Source: an optimization exercise on an open RTL-to-GDS flow (aim: small area, a short achievable clock period and few clock cycles per item). Production flows keep margins and buffers that such runs may drop. Only simulation tests tie the RTL to the original design; equivalence was not proved. No activity file was given, so power comes from the tool's default toggle rates.

Design sorted_leaf_entry_table, start of the top module:
module sorted_leaf_entry_table
#(
  parameter int CAPACITY = 16
) (
  input  logic                      clk,
  input  logic                      rst_n,
  input  logic                      in_valid,
  output logic                      in_ready,
  input  logic [1:0]                in_func,
  input  logic signed [slet_pkg::FIELD_W-1:0] in_key,
  input  logic signed [slet_pkg::FIELD_W-1:0] in_rec_page,
  input  logic signed [slet_pkg::FIELD_W-1:0] in_rec_slot,
  input  logic [slet_pkg::SMALL_W-1:0]        in_position,
  input  logic signed [slet_pkg::FIELD_W-1:0] in_link_in,
  output logic                      out_valid,
  input  logic                      out_ready,
  output logic [2:0]                out_status,
  output logic [slet_pkg::SMALL_W-1:0]        out_found_position,
  output logic signed [slet_pkg::FIELD_W-1:0] out_key_out,
  output logic signed [slet_pkg::FIELD_W-1:0] out_page_out,
  output logic signed [slet_pkg::FIELD_W-1:0] out_slot_out,
  output logic [slet_pkg::SMALL_W-1:0]        out_entry_count,
  output logic signed [slet_pkg::FIELD_W-1:0] out_link_out
);
Size: roughly 290 I/O pins, roughly 82000 sq um of cells after synthesis.
export LEC_CHECK = 0
export CAP_MARGIN = 20
export CORE_MARGIN = 2
export CORE_UTILIZATION = 45
export CTS_BUF_LIST = sky130_fd_sc_hd__clkbuf_8 sky130_fd_sc_hd__clkbuf_16
export CTS_CLUSTER_DIAMETER = 60
export CTS_CLUSTER_SIZE = 30
export PLACE_DENSITY = 0.55
export SETUP_SLACK_MARGIN = 3.0
export SLEW_MARGIN = 20
create_clock -name core_clock -period 6.0 [get_ports {clk}]
run.sh (not shown) runs the stock make flow with config.mk's settings and CLKGATE_MAP_FILE= SYNTH_SCRIPT=/design/flow/synth_recipe.tcl, a recipe that flattens the netlist after the stock synthesis.
Testbench counts at the start, summed over its fixed seeds: cycles 5,248, items 5,120.
Then changed:
--- a/flow/design.v
+++ b/flow/design.v
@@ -23,83 +23,54 @@
     logic gt;    
     logic ge;    
   } cell_flags_t;
 endpackage
 module slet_cell
 (
   input  logic                                clk,
   input  logic                                valid,      
   input  logic                                wr_en,      
   input  slet_pkg::entry_t                    new_entry,
-  input  logic [15:0][3:0]                    pdig,       
+  input  logic signed [slet_pkg::FIELD_W-1:0] probe_key,
   input  logic                                cmp_le,     
   output logic                                below,      
   input  logic                                rank_wr,    
   input  logic [3:0]                          new_lo,
   input  logic [3:0]                          new_hi,
   input  logic                                rank_inc,   
   output logic [15:0]                         rank_dec,   
   output logic [3:0]                          rank_lo,    
   output logic [3:0]                          rank_hi,
   input  logic                                rd_sel,     
   output slet_pkg::entry_t                    rd_entry    
 );
   slet_pkg::entry_t entry_r;
   logic [3:0]       lo_r, hi_r;
-  logic [15:0] gd, ed;
-  always_comb begin
-    for (int d = 0; d < 16; d++) begin
-      logic k1, k0;
-      k1 = entry_r.key[2*d+1];
-      k0 = entry_r.key[2*d];
-      gd[d] = (pdig[d][0] & (k1 | k0)) | (pdig[d][1] & k1) | (pdig[d][2] & k1 & k0);
-      ed[d] = (pdig[d][0] & !k1 & !k0) | (pdig[d][1] & !k1 & k0) |
-              (pdig[d][2] & k1 & !k0)  | (pdig[d][3] & k1 & k0);
-    end
-  end
-  function automatic logic [1:0] ge_merge(input logic [1:0] hi, input logic [1:0] lo);
-    ge_merge = {hi[1] | (hi[0] & lo[1]), hi[0] & lo[0]};
-  endfunction
-  function automatic logic [1:0] ge_tree8(input logic [7:0] g, input logic [7:0] e);
-    logic [3:0][1:0] l1;
-    logic [1:0][1:0] l2;
-    for (int i = 0; i < 4; i++) l1[i] = ge_merge({g[2*i+1], e[2*i+1]}, {g[2*i], e[2*i]});
-    for (int i = 0; i < 2; i++) l2[i] = ge_merge(l1[2*i+1], l1[2*i]);
-    ge_tree8 = ge_merge(l2[1], l2[0]);
-  endfunction
-  logic [1:0] hi8, lo8, all16;
-  assign hi8   = ge_tree8(gd[15:8], ed[15:8]);
-  assign lo8   = ge_tree8(gd[7:0], ed[7:0]);
-  assign all16 = ge_merge(hi8, lo8);
-  assign below = valid && !(all16[1] || (all16[0] && !cmp_le));
-  always_ff @(posedge clk) begin
-    if (wr_en) begin
-      entry_r      <= new_entry;
-      entry_r.key  <= {~new_entry.key[slet_pkg::FIELD_W-1], new_entry.key[slet_pkg::FIELD_W-2:0]};
-    end
+  assign below = valid && ((entry_r.key < probe_key) || (cmp_le && (entry_r.key == probe_key)));
+  always_ff @(posedge clk) begin
+    if (wr_en) entry_r <= new_entry;
   end
   always_ff @(posedge clk) begin
     if (rank_wr) begin
       lo_r <= new_lo;
       hi_r <= new_hi;
     end else if (rank_inc) begin
       lo_r <= {lo_r[2:0], lo_r[3]};
       if (lo_r[3]) hi_r <= {hi_r[2:0], hi_r[3]};
     end
   end
   for (genvar p = 0; p < 16; p++) begin : g_dec
     assign rank_dec[p] = hi_r[p / 4] && lo_r[p % 4];
   end
   assign rank_lo  = lo_r;
   assign rank_hi  = hi_r;
-  assign rd_entry = rd_sel ? {~entry_r.key[slet_pkg::FIELD_W-1], entry_r.key[slet_pkg::FIELD_W-2:0],
-                              entry_r.page, entry_r.slot} : '0;
+  assign rd_entry = rd_sel ? entry_r : '0;
 endmodule
 module sorted_leaf_entry_table
 #(
   parameter int CAPACITY = 16
 ) (
   input  logic                      clk,
   input  logic                      rst_n,
   input  logic                      in_valid,
   output logic                      in_ready,
   input  logic [1:0]                in_func,
@@ -144,26 +115,20 @@
   logic [CAPACITY-1:0]          wsel;      
   logic [CAPACITY-1:0]          below;
   slet_pkg::entry_t             new_entry;
   assign full      = vmask_r[CAPACITY-1];
   assign is_ins0   = (in_func == slet_pkg::FN_INSERT);
   assign ins0      = is_ins0 && !full;
   assign rd_ok0    = (in_position != '0) && (in_position <= slet_pkg::SMALL_W'(count_r));
   assign link_bad0 = in_link_in[slet_pkg::FIELD_W-1] && !(&in_link_in[slet_pkg::FIELD_W-2:0]);
   assign wsel      = vmask_r ^ {vmask_r[CAPACITY-2:0], 1'b1};
   assign new_entry.key  = in_key;
-  logic [15:0][3:0] pdig;
-  logic [slet_pkg::FIELD_W-1:0] probe_u;
-  assign probe_u = {~in_key[slet_pkg::FIELD_W-1], in_key[slet_pkg::FIELD_W-2:0]};
-  for (genvar d = 0; d < 16; d++) begin : g_pdig
-    assign pdig[d] = 4'b0001 << probe_u[2*d +: 2];
-  end
   assign new_entry.page = in_rec_page;
   assign new_entry.slot = in_rec_slot;
   logic [CAPACITY-1:0][3:0]     rank_lo, rank_hi;   
   logic                         pend;         
   logic [CAPACITY-1:0]          moves;        
   logic [CAPACITY-1:0]          old_hit;      
   logic [CAPACITY-1:0]          sel0;
   logic [3:0]                   q_lo, q_hi, qm1_lo, qm1_hi;   
   logic [CAPACITY-1:0]          top;          
   assign pend   = r2_v && r2_ins;
@@ -192,21 +157,21 @@
   logic [CW-1:0]                     found_nxt;
   logic [3:0]                        nb_lo, nb_hi;    
   logic                              ins2, none_above;
   assign ins2 = adv && pend;
   for (genvar i = 0; i < CAPACITY; i++) begin : g_cell
     slet_cell u_cell (
       .clk       (clk),
       .valid     (vmask_r[i]),
       .wr_en     (wsel[i]),
       .new_entry (new_entry),
-      .pdig      (pdig),
+      .probe_key (in_key),
       .cmp_le    (is_ins0),
       .below     (below[i]),
       .rank_wr   (ins2 && top[i]),
       .new_lo    (nb_lo),
       .new_hi    (nb_hi),
       .rank_inc  (adv && moves[i]),
       .rank_dec  (rank_dec[i]),
       .rank_lo   (rank_lo[i]),
       .rank_hi   (rank_hi[i]),
       .rd_sel    (r2_sel[i]),
The changed run went through all stages and came out clean.
Design area goes up by 2.7%.
Total power grows by 1.0%.
Via count went down by 1.8%.
Die area rose by 1.5%.
Worst hold slack got worse by 0.0049 ns.
Wire length rises by 0.71%.
Sequential power is about the same.
Setup slack gets better by 0.024 ns.
Maximum frequency came out higher by 0.78%.
Register-to-register slack improved by 0.16 ns.
Core utilization climbs by 0.69 points.
Flip-flop and latch count is unchanged.
Testbench counts after the change, summed over its fixed seeds: cycles 5,248, items 5,120.

==> re-timing with driven ports <==
Ports are ideal in the flow. The routed layouts listed here were re-timed in OpenROAD. Step 1 assumes that a clkbuf_16 drives the clock port and a buf_2 every other input. Step 2 moves the port delays by t, midway between the first and last clock arrival at a register: inputs arrive t later, outputs are due t later. That takes back most of the time a late clock gives input paths. Slacks: no drivers / after step 1 / after step 2; pairs: no drivers / after step 1.
run | t, ns | slack for setup (ns) | slew at the worst register clock pin (ns) | worst slew at a driven data input, ns | pins driven straight from the clock port
the first run | 0.920 | 2.858 / 2.858 / 2.023 | 0.10 / 0.10 | 0.14 | 1
the second run | 0.893 | 2.883 / 2.865 / 1.972 | 0.10 / 0.10 | 0.22 | 1
After both steps setup and hold are still met in every run listed. For the second run, which loses most, drivers alone change the setup slack by -0.018 ns; drivers and shift together by -0.911 ns.
